This is an optimization exercise on Yosys and OpenROAD, whose aim is small area, a short achievable clock period and few clock cycles per item, not a production implementation.
Only simulation tests tie the RTL to the original design; equivalence was not proved.

==> build 27 <==
==> flow/design.v <==
module dmem_responder #(
    parameter int unsigned DEPTH   = 64,
    parameter int unsigned ADDR_W  = 32,
    parameter int unsigned LATENCY = 2
) (
    input  logic              clk,
    input  logic              rst,
    input  logic              req_valid,
    output logic              req_ready,
    input  logic              req_we,
    input  logic [ADDR_W-1:0] req_addr,
    input  logic [2:0]        req_funct3,
    input  logic [31:0]       req_wdata,
    output logic              rsp_valid,
    input  logic              rsp_ready,
    output logic [31:0]       rsp_rdata,
    output logic              rsp_err,
    output logic              busy
);
    localparam int unsigned IDX_W = $clog2(DEPTH);
    logic [31:0] mem [DEPTH];
    logic unused_c;
    assign unused_c = ^{req_addr[ADDR_W-1:IDX_W+2]};
    logic [IDX_W-1:0] idx;
    logic [1:0]       off;
    logic [2:0]       f3;
    assign idx = req_addr[IDX_W+1:2];
    assign off = req_addr[1:0];
    assign f3  = req_funct3;
    logic err;
    assign err = (f3[1:0] == 2'b11) || (f3 == 3'b110) || (req_we && f3[2]) ||
                 (f3[1:0] == 2'b01 && off[0]) || (f3[1:0] == 2'b10 && off != 2'b00);
    logic acc;
    assign acc = req_valid && req_ready && rst;     
    logic [3:0]  st_be;
    logic [31:0] st_wd;
    always_comb begin
        case (f3[1:0])
            2'b00: begin
                st_be = 4'b0001 << off;
                st_wd = {4{req_wdata[7:0]}};
            end
            2'b01: begin
                st_be = off[1] ? 4'b1100 : 4'b0011;
                st_wd = {2{req_wdata[15:0]}};
            end
            default: begin
                st_be = 4'b1111;
                st_wd = req_wdata;
            end
        endcase
    end
    logic       ld;
    logic [3:0] n_b0, n_sg;
    logic [1:0] n_b1;
    logic       n_wd, n_x1, n_x2;
    always_comb begin
        ld   = !req_we && !err;
        n_b0 = 4'd0;
        n_b1 = 2'd0;
        n_sg = 4'd0;
        n_wd = 1'b0;
        n_x1 = 1'b0;
        n_x2 = 1'b0;
        if (ld) begin
            case (f3[1:0])
                2'b00: begin                         
                    n_b0 = 4'b0001 << off;
                    if (!f3[2]) begin
                        n_sg = 4'b0001 << off;
                        n_x1 = 1'b1;
                        n_x2 = 1'b1;
                    end
                end
                2'b01: begin                         
                    n_b0 = off[1] ? 4'b0100 : 4'b0001;
                    n_b1 = off[1] ? 2'b10 : 2'b01;
                    if (!f3[2]) begin
                        n_sg = off[1] ? 4'b1000 : 4'b0010;
                        n_x2 = 1'b1;
                    end
                end
                default: begin                       
                    n_b0 = 4'b0001;
                    n_b1 = 2'b01;
                    n_wd = 1'b1;
                end
            endcase
        end
    end
    logic             s1_v, s1_st, s1_err;
    logic [IDX_W-1:0] s1_idx;
    logic [3:0]       s1_be;
    logic [31:0]      s1_wd;
    logic [3:0]       s1_b0, s1_sg;
    logic [1:0]       s1_b1;
    logic             s1_wdw, s1_x1, s1_x2;
    always_ff @(posedge clk) begin
        s1_idx <= idx;
        s1_be  <= st_be;
        s1_wd  <= st_wd;
        s1_err <= err;
        s1_b0  <= n_b0;
        s1_b1  <= n_b1;
        s1_sg  <= n_sg;
        s1_wdw <= n_wd;
        s1_x1  <= n_x1;
        s1_x2  <= n_x2;
    end
    always_ff @(posedge clk) begin
        for (int w = 0; w < DEPTH; w++) begin
            for (int b = 0; b < 4; b++) begin
                if (s1_st && s1_idx == IDX_W'(w) && s1_be[b]) mem[w][8*b +: 8] <= s1_wd[8*b +: 8];
            end
        end
    end
    logic [31:0] rd_l1 [DEPTH/4];
    logic [31:0] rd_l2 [DEPTH/16];
    logic [31:0] rd_word;
    always_comb begin
        for (int g = 0; g < DEPTH/4; g++) begin
            case (s1_idx[1:0])
                2'd0:    rd_l1[g] = mem[4*g];
                2'd1:    rd_l1[g] = mem[4*g+1];
                2'd2:    rd_l1[g] = mem[4*g+2];
                default: rd_l1[g] = mem[4*g+3];
            endcase
        end
        for (int h = 0; h < DEPTH/16; h++) begin
            case (s1_idx[3:2])
                2'd0:    rd_l2[h] = rd_l1[4*h];
                2'd1:    rd_l2[h] = rd_l1[4*h+1];
                2'd2:    rd_l2[h] = rd_l1[4*h+2];
                default: rd_l2[h] = rd_l1[4*h+3];
            endcase
        end
        case (s1_idx[5:4])
            2'd0:    rd_word = rd_l2[0];
            2'd1:    rd_word = rd_l2[1];
            2'd2:    rd_word = rd_l2[2];
            default: rd_word = rd_l2[3];
        endcase
    end
    logic        s2_v, s2_err;
    logic [31:0] s2_word;
    logic [3:0]  s2_b0, s2_sg;
    logic [1:0]  s2_b1;
    logic        s2_wdw, s2_x1, s2_x2;
    always_ff @(posedge clk) begin
        s2_word <= rd_word;
        s2_err  <= s1_err;
        s2_b0   <= s1_b0;
        s2_b1   <= s1_b1;
        s2_sg   <= s1_sg;
        s2_wdw  <= s1_wdw;
        s2_x1   <= s1_x1;
        s2_x2   <= s1_x2;
    end
    logic        sign;
    logic [31:0] ext;
    always_comb begin
        sign = 1'b0;
        ext  = 32'd0;
        for (int l = 0; l < 4; l++) begin
            sign     = sign | (s2_sg[l] & s2_word[8*l+7]);
            ext[7:0] = ext[7:0] | (s2_word[8*l +: 8] & {8{s2_b0[l]}});
        end
        ext[15:8]  = (s2_word[15:8] & {8{s2_b1[0]}}) | (s2_word[31:24] & {8{s2_b1[1]}})
                   | {8{sign & s2_x1}};
        ext[31:16] = (s2_word[31:16] & {16{s2_wdw}}) | {16{sign & s2_x2}};
    end
    logic        v0, v1, v2, v3;
    logic [31:0] q1_data, q2_data, q3_data;
    logic        q1_err, q2_err, q3_err;
    logic        take;
    assign take = v0 && rsp_ready;
    logic [2:0] k, k_next;
    always_comb begin
        k      = 3'(v0) + 3'(v1) + 3'(v2) + 3'(v3);
        k_next = k - 3'(take) + 3'(s2_v);
    end
    always_ff @(posedge clk) begin
        if (!rst) begin
            s1_v      <= 1'b0;
            s1_st     <= 1'b0;
            s2_v      <= 1'b0;
            v0        <= 1'b0;
            v1        <= 1'b0;
            v2        <= 1'b0;
            v3        <= 1'b0;
            req_ready <= 1'b0;
            busy      <= 1'b0;
        end else begin
            s1_v      <= acc;
            s1_st     <= acc && req_we && !err;
            s2_v      <= s1_v;
            v0        <= k_next >= 3'd1;
            v1        <= k_next >= 3'd2;
            v2        <= k_next >= 3'd3;
            v3        <= k_next >= 3'd4;
            req_ready <= (k_next + 3'(s1_v) + 3'(acc)) <= 3'd3;
            busy      <= (k_next != 3'd0) || s1_v || acc;
        end
    end
    assign rsp_valid = v0;
    always_ff @(posedge clk) begin
        if (!v0 || take) begin
            rsp_rdata <= v1 ? q1_data : ext;
            rsp_err   <= v1 ? q1_err  : s2_err;
        end
        if (take) begin
            q1_data <= v2 ? q2_data : ext;
            q1_err  <= v2 ? q2_err  : s2_err;
        end else if (!v1) begin
            q1_data <= ext;
            q1_err  <= s2_err;
        end
        if (take) begin
            q2_data <= v3 ? q3_data : ext;
            q2_err  <= v3 ? q3_err  : s2_err;
        end else if (!v2) begin
            q2_data <= ext;
            q2_err  <= s2_err;
        end
        if (!v3 || take) begin
            q3_data <= ext;
            q3_err  <= s2_err;
        end
    end
endmodule
==> flow/run.sh <==
#!/bin/bash
# synth_recipe.tcl (not shown) runs the flow's synth.tcl, then flattens the netlist and writes it again
# the make line also repeats each setting of config.mk as NAME=value (left out here)
make -C /OpenROAD-flow-scripts/flow DESIGN_CONFIG=/design/flow/config.mk WORK_HOME=/design/flow/orfs CLKGATE_MAP_FILE= SYNTH_SCRIPT=/design/flow/synth_recipe.tcl finish
==> flow/config.mk <==
export PLATFORM = sky130hd
export DESIGN_NAME = dmem_responder
export DESIGN_NICKNAME = dmem_responder
export VERILOG_FILES = /design/flow/design.v
export SDC_FILE = /design/flow/constraint.sdc
export NUM_CORES = 4
export LEC_CHECK = 0
export CAP_MARGIN = 20
export CORE_MARGIN = 2
export CORE_UTILIZATION = 65
export CTS_CLUSTER_DIAMETER = 70
export CTS_CLUSTER_SIZE = 26
export SETUP_SLACK_MARGIN = 2.6
export SLEW_MARGIN = 20
==> flow/constraint.sdc <==
create_clock -name core_clock -period 5.0 [get_ports {clk}]
set_input_delay 1.0000 -clock core_clock [delete_from_list [all_inputs] [get_ports {clk}]]
set_output_delay 1.0000 -clock core_clock [all_outputs]
set_load 0.01 [all_outputs]
==> build 15: changes against build 27 <==
==> flow/design.v (replaced) <==
module dmem_responder #(
    parameter int unsigned DEPTH   = 64,
    parameter int unsigned ADDR_W  = 32,
    parameter int unsigned LATENCY = 2
) (
    input  logic              clk,
    input  logic              rst,
    input  logic              req_valid,
    output logic              req_ready,
    input  logic              req_we,
    input  logic [ADDR_W-1:0] req_addr,
    input  logic [2:0]        req_funct3,
    input  logic [31:0]       req_wdata,
    output logic              rsp_valid,
    input  logic              rsp_ready,
    output logic [31:0]       rsp_rdata,
    output logic              rsp_err,
    output logic              busy
);
    localparam int unsigned IDX_W = $clog2(DEPTH);
    logic [31:0] mem [DEPTH];
    logic unused_c;
    assign unused_c = ^{req_addr[ADDR_W-1:IDX_W+2]};
    logic [IDX_W-1:0] idx;
    logic [1:0]       off;
    logic [2:0]       f3;
    assign idx = req_addr[IDX_W+1:2];
    assign off = req_addr[1:0];
    assign f3  = req_funct3;
    logic err;
    assign err = (f3[1:0] == 2'b11) || (f3 == 3'b110) || (req_we && f3[2]) ||
                 (f3[1:0] == 2'b01 && off[0]) || (f3[1:0] == 2'b10 && off != 2'b00);
    logic acc;
    assign acc = req_valid && req_ready;
    logic [3:0]  st_be;
    logic [31:0] st_wd;
    always_comb begin
        case (f3[1:0])
            2'b00: begin
                st_be = 4'b0001 << off;
                st_wd = {4{req_wdata[7:0]}};
            end
            2'b01: begin
                st_be = off[1] ? 4'b1100 : 4'b0011;
                st_wd = {2{req_wdata[15:0]}};
            end
            default: begin
                st_be = 4'b1111;
                st_wd = req_wdata;
            end
        endcase
    end
    logic do_st;
    assign do_st = acc && req_we && !err && rst;    
    always_ff @(posedge clk) begin
        for (int w = 0; w < DEPTH; w++) begin
            for (int b = 0; b < 4; b++) begin
                if (do_st && idx == IDX_W'(w) && st_be[b]) mem[w][8*b +: 8] <= st_wd[8*b +: 8];
            end
        end
    end
    logic        s1_v, s1_ld, s1_err, s1_uns;
    logic [1:0]  s1_off, s1_sz;
    logic [31:0] s1_word;
    logic [31:0] rd_l1 [DEPTH/4];
    logic [31:0] rd_l2 [DEPTH/16];
    logic [31:0] rd_word;
    always_comb begin
        for (int g = 0; g < DEPTH/4; g++) begin
            case (idx[1:0])
                2'd0:    rd_l1[g] = mem[4*g];
                2'd1:    rd_l1[g] = mem[4*g+1];
                2'd2:    rd_l1[g] = mem[4*g+2];
                default: rd_l1[g] = mem[4*g+3];
            endcase
        end
        for (int h = 0; h < DEPTH/16; h++) begin
            case (idx[3:2])
                2'd0:    rd_l2[h] = rd_l1[4*h];
                2'd1:    rd_l2[h] = rd_l1[4*h+1];
                2'd2:    rd_l2[h] = rd_l1[4*h+2];
                default: rd_l2[h] = rd_l1[4*h+3];
            endcase
        end
        case (idx[5:4])
            2'd0:    rd_word = rd_l2[0];
            2'd1:    rd_word = rd_l2[1];
            2'd2:    rd_word = rd_l2[2];
            default: rd_word = rd_l2[3];
        endcase
    end
    always_ff @(posedge clk) begin
        s1_word <= rd_word;
        s1_ld   <= !req_we && !err;
        s1_err  <= err;
        s1_off  <= off;
        s1_sz   <= f3[1:0];
        s1_uns  <= f3[2];
    end
    logic [7:0]  rd_byte;
    logic [15:0] rd_half;
    logic [31:0] ext;
    always_comb begin
        case (s1_off)
            2'd0:    rd_byte = s1_word[7:0];
            2'd1:    rd_byte = s1_word[15:8];
            2'd2:    rd_byte = s1_word[23:16];
            default: rd_byte = s1_word[31:24];
        endcase
        rd_half = s1_off[1] ? s1_word[31:16] : s1_word[15:0];
        case (s1_sz)
            2'b00:   ext = {{24{rd_byte[7] & !s1_uns}}, rd_byte};
            2'b01:   ext = {{16{rd_half[15] & !s1_uns}}, rd_half};
            default: ext = s1_word;
        endcase
        if (!s1_ld) ext = 32'd0;
    end
    logic        v0, v1, v2;
    logic [31:0] q1_data, q2_data;
    logic        q1_err, q2_err;
    logic        take;
    assign take = v0 && rsp_ready;
    logic [1:0] k, k_next;
    always_comb begin
        k      = 2'(v0) + 2'(v1) + 2'(v2);
        k_next = k - 2'(take) + 2'(s1_v);
    end
    always_ff @(posedge clk) begin
        if (!rst) begin
            s1_v      <= 1'b0;
            v0        <= 1'b0;
            v1        <= 1'b0;
            v2        <= 1'b0;
            req_ready <= 1'b0;
            busy      <= 1'b0;
        end else begin
            s1_v      <= acc;
            v0        <= k_next >= 2'd1;
            v1        <= k_next >= 2'd2;
            v2        <= k_next == 2'd3;
            req_ready <= (3'(k_next) + 3'(acc)) <= 3'd2;
            busy      <= (k_next != 2'd0) || acc;
        end
    end
    assign rsp_valid = v0;
    always_ff @(posedge clk) begin
        if (!v0 || take) begin
            rsp_rdata <= v1 ? q1_data : ext;
            rsp_err   <= v1 ? q1_err  : s1_err;
        end
        if (take) begin
            q1_data <= v2 ? q2_data : ext;
            q1_err  <= v2 ? q2_err  : s1_err;
        end else if (!v1) begin
            q1_data <= ext;
            q1_err  <= s1_err;
        end
        if (!v2 || take) begin
            q2_data <= ext;
            q2_err  <= s1_err;
        end
    end
endmodule
- CTS_CLUSTER_DIAMETER: 70 -> 80
- CTS_CLUSTER_SIZE: 26 -> 30
- SETUP_SLACK_MARGIN: 2.6 -> 2.4
==> build 19: changes against build 27 <==
--- a/flow/design.v
+++ b/flow/design.v
@@ -114,9 +114,9 @@
             end
         end
     end
+    localparam int unsigned NC = 4;
     logic [31:0] rd_l1 [DEPTH/4];
-    logic [31:0] rd_l2 [DEPTH/16];
-    logic [31:0] rd_word;
+    logic [31:0] rd_c  [NC];
     always_comb begin
         for (int g = 0; g < DEPTH/4; g++) begin
             case (s1_idx[1:0])
@@ -126,48 +126,60 @@
                 default: rd_l1[g] = mem[4*g+3];
             endcase
         end
-        for (int h = 0; h < DEPTH/16; h++) begin
+        for (int c = 0; c < NC; c++) begin
             case (s1_idx[3:2])
-                2'd0:    rd_l2[h] = rd_l1[4*h];
-                2'd1:    rd_l2[h] = rd_l1[4*h+1];
-                2'd2:    rd_l2[h] = rd_l1[4*h+2];
-                default: rd_l2[h] = rd_l1[4*h+3];
+                2'd0:    rd_c[c] = rd_l1[4*c];
+                2'd1:    rd_c[c] = rd_l1[4*c+1];
+                2'd2:    rd_c[c] = rd_l1[4*c+2];
+                default: rd_c[c] = rd_l1[4*c+3];
             endcase
         end
-        case (s1_idx[5:4])
-            2'd0:    rd_word = rd_l2[0];
-            2'd1:    rd_word = rd_l2[1];
-            2'd2:    rd_word = rd_l2[2];
-            default: rd_word = rd_l2[3];
-        endcase
-    end
-    logic        s2_v, s2_err;
-    logic [31:0] s2_word;
-    logic [3:0]  s2_b0, s2_sg;
-    logic [1:0]  s2_b1;
-    logic        s2_wdw, s2_x1, s2_x2;
-    always_ff @(posedge clk) begin
-        s2_word <= rd_word;
-        s2_err  <= s1_err;
-        s2_b0   <= s1_b0;
-        s2_b1   <= s1_b1;
-        s2_sg   <= s1_sg;
-        s2_wdw  <= s1_wdw;
-        s2_x1   <= s1_x1;
-        s2_x2   <= s1_x2;
+    end
+    logic [NC-1:0]   hs;
+    logic [4*NC-1:0] n2_b0, n2_sg;
+    logic [2*NC-1:0] n2_b1;
+    logic [NC-1:0]   n2_wd;
+    always_comb begin
+        hs = NC'(1) << s1_idx[5:4];
+        for (int c = 0; c < NC; c++) begin
+            n2_b0[4*c +: 4] = hs[c] ? s1_b0 : 4'd0;
+            n2_b1[2*c +: 2] = hs[c] ? s1_b1 : 2'd0;
+            n2_sg[4*c +: 4] = hs[c] ? s1_sg : 4'd0;
+            n2_wd[c]        = hs[c] && s1_wdw;
+        end
+    end
+    logic            s2_v, s2_err;
+    logic [31:0]     s2_c [NC];
+    logic [4*NC-1:0] s2_b0, s2_sg;
+    logic [2*NC-1:0] s2_b1;
+    logic [NC-1:0]   s2_wd;
+    logic            s2_x1, s2_x2;
+    always_ff @(posedge clk) begin
+        for (int c = 0; c < NC; c++) s2_c[c] <= rd_c[c];
+        s2_err <= s1_err;
+        s2_b0  <= n2_b0;
+        s2_b1  <= n2_b1;
+        s2_sg  <= n2_sg;
+        s2_wd  <= n2_wd;
+        s2_x1  <= s1_x1;
+        s2_x2  <= s1_x2;
     end
     logic        sign;
     logic [31:0] ext;
     always_comb begin
         sign = 1'b0;
         ext  = 32'd0;
-        for (int l = 0; l < 4; l++) begin
-            sign     = sign | (s2_sg[l] & s2_word[8*l+7]);
-            ext[7:0] = ext[7:0] | (s2_word[8*l +: 8] & {8{s2_b0[l]}});
-        end
-        ext[15:8]  = (s2_word[15:8] & {8{s2_b1[0]}}) | (s2_word[31:24] & {8{s2_b1[1]}})
-                   | {8{sign & s2_x1}};
-        ext[31:16] = (s2_word[31:16] & {16{s2_wdw}}) | {16{sign & s2_x2}};
+        for (int c = 0; c < NC; c++) begin
+            for (int l = 0; l < 4; l++) begin
+                sign     = sign | (s2_sg[4*c+l] & s2_c[c][8*l+7]);
+                ext[7:0] = ext[7:0] | (s2_c[c][8*l +: 8] & {8{s2_b0[4*c+l]}});
+            end
+            ext[15:8]  = ext[15:8] | (s2_c[c][15:8] & {8{s2_b1[2*c]}})
+                                   | (s2_c[c][31:24] & {8{s2_b1[2*c+1]}});
+            ext[31:16] = ext[31:16] | (s2_c[c][31:16] & {16{s2_wd[c]}});
+        end
+        ext[15:8]  = ext[15:8]  | {8{sign & s2_x1}};
+        ext[31:16] = ext[31:16] | {16{sign & s2_x2}};
     end
     logic        v0, v1, v2, v3;
     logic [31:0] q1_data, q2_data, q3_data;
- CTS_CLUSTER_DIAMETER: 70 -> 80
- CTS_CLUSTER_SIZE: 26 -> 30
==> notes.md <==
# TYPE chip_impl_metric gauge
chip_impl_info{name="run_status",value="finished clean"} 1
chip_impl_metric{name="rr_worst_depth",unit=""} 10
chip_impl_metric{name="critical_path_buf_inv_count",unit=""} 5
chip_impl_metric{name="seq_pwr",unit="uW"} 21800
chip_impl_info{name="worstSetupStartpointType",value="flop"} 1
chip_impl_metric{name="antenna_violations_before_repair",unit=""} 19
chip_impl_metric{name="internal_power_of_the_cells",unit="uW"} 28600
chip_impl_metric{name="slew-limit-headroom",unit="%"} 24.3
chip_impl_info{name="final_cell_mix",value="sky130_fd_sc_hd__edfxtp_1, sky130_fd_sc_hd__mux2i_1, sky130_fd_sc_hd__mux4_2"} 1
chip_impl_metric{name="placed_cell_area",unit="um^2"} 92200
chip_impl_metric{name="seq_cell_count",unit=""} 2291
chip_impl_metric{name="delay_contributed_by_the_slowest_stage_of_the_critical_path",unit="ps"} 630
The numbers above come from build 27.

==> notes.md <==
# TYPE chip_impl_metric gauge
chip_impl_info{name="final_cell_mix",value="sky130_fd_sc_hd__edfxtp_1, sky130_fd_sc_hd__mux4_2, sky130_fd_sc_hd__dfxtp_1"} 1
chip_impl_info{name="worstSetupStartpointType",value="flop"} 1
chip_impl_metric{name="synth_top_cell_area_share",unit="%"} 69.1
chip_impl_metric{name="power.density",unit="nW/um^2"} 364
chip_impl_metric{name="slew-limit-headroom",unit="%"} 27.8
chip_impl_metric{name="seq_cell_count",unit=""} 2420
chip_impl_metric{name="detailed_place_hpwl",unit="mm"} 155
chip_impl_metric{name="internal_power_of_the_cells",unit="uW"} 28000
chip_impl_metric{name="post-place-ws",unit="ps"} 1170
chip_impl_info{name="run_status",value="finished clean"} 1
chip_impl_metric{name="drtPass1Iterations",unit=""} 8
chip_impl_metric{name="delay_contributed_by_the_slowest_stage_of_the_critical_path",unit="ps"} 450
chip_impl_metric{name="p_leak",unit="uW"} 0.0329
chip_impl_metric{name="seq_pwr",unit="uW"} 23300
chip_impl_info{name="setup.worst_path.end_class",value="flop"} 1
The numbers above come from build 19.

==> notes.md <==
# TYPE chip_impl_metric gauge
chip_impl_metric{name="worstHoldPathCells",unit=""} 1
chip_impl_metric{name="placed_cell_area",unit="um^2"} 91500
chip_impl_metric{name="seq_cell_count",unit=""} 2192
chip_impl_metric{name="final_design_area_no_fill",unit="um^2"} 99200
chip_impl_metric{name="met2_length",unit="mm"} 111
chip_impl_metric{name="rr_worst_depth",unit=""} 9
chip_impl_info{name="worstSetupStartpointType",value="input pin"} 1
chip_impl_info{name="final_cell_mix",value="sky130_fd_sc_hd__edfxtp_1, sky130_fd_sc_hd__mux4_2, sky130_fd_sc_hd__nor2_4"} 1
chip_impl_info{name="cts.root.buffer_cell",value="sky130_fd_sc_hd__clkbuf_16"} 1
chip_impl_metric{name="internal_power_of_the_cells",unit="uW"} 25100
chip_impl_metric{name="slew-limit-headroom",unit="%"} 20.8
chip_impl_metric{name="combinationalPowerShare",unit="%"} 7.8
chip_impl_metric{name="antenna_violations_before_repair",unit=""} 11
chip_impl_metric{name="totalNegativeSetupSlack",unit="ps"} 0
chip_impl_info{name="run_status",value="finished clean"} 1
chip_impl_metric{name="critical_path_buf_inv_count",unit=""} 3
chip_impl_metric{name="seq_pwr",unit="uW"} 20400
The numbers above come from build 15.

Testbench counts of build 27, summed over its fixed seeds: cycles 4,824, items 4,800.
Testbench counts of build 15, summed over its fixed seeds: cycles 4,816, items 4,800.
Testbench counts of build 19, summed over its fixed seeds: cycles 4,824, items 4,800.

[afterwards: timing with drivers on the ports]
The flow's constraints put no driver on any port. The routed layouts listed below were extracted and timed again, unchanged, in two steps. Step 1, drivers: a clkbuf_16 drives clk and a buf_2 each remaining input, both assumed. Step 2, shift: input delay + t, output delay - t, t = (earliest + latest rising clock arrival at the registers) / 2. This alone moves slack from input paths to output paths. Three values: ideal, step 1, step 2; two values: the first two.
| run | t, ns | slack for setup (ns) | worst register clock-pin slew, ns | worst slew at a driven data input, ns | cell pins on the clock port's net |
|---|---|---|---|---|---|
| build 27 | 0.889 | 2.184 / 2.184 / 1.687 | 0.11 / 0.11 | 0.05 | 1 |
| build 15 | 0.837 | 2.274 / 2.199 / 1.362 | 0.12 / 0.12 | 0.26 | 1 |
| build 19 | 0.847 | 2.409 / 2.409 / 1.732 | 0.12 / 0.12 | 0.08 | 1 |
After both steps setup and hold are still met in every run listed. The setup slack of build 15, which loses most, moves by -0.075 ns with the drivers and by -0.912 ns with both steps.
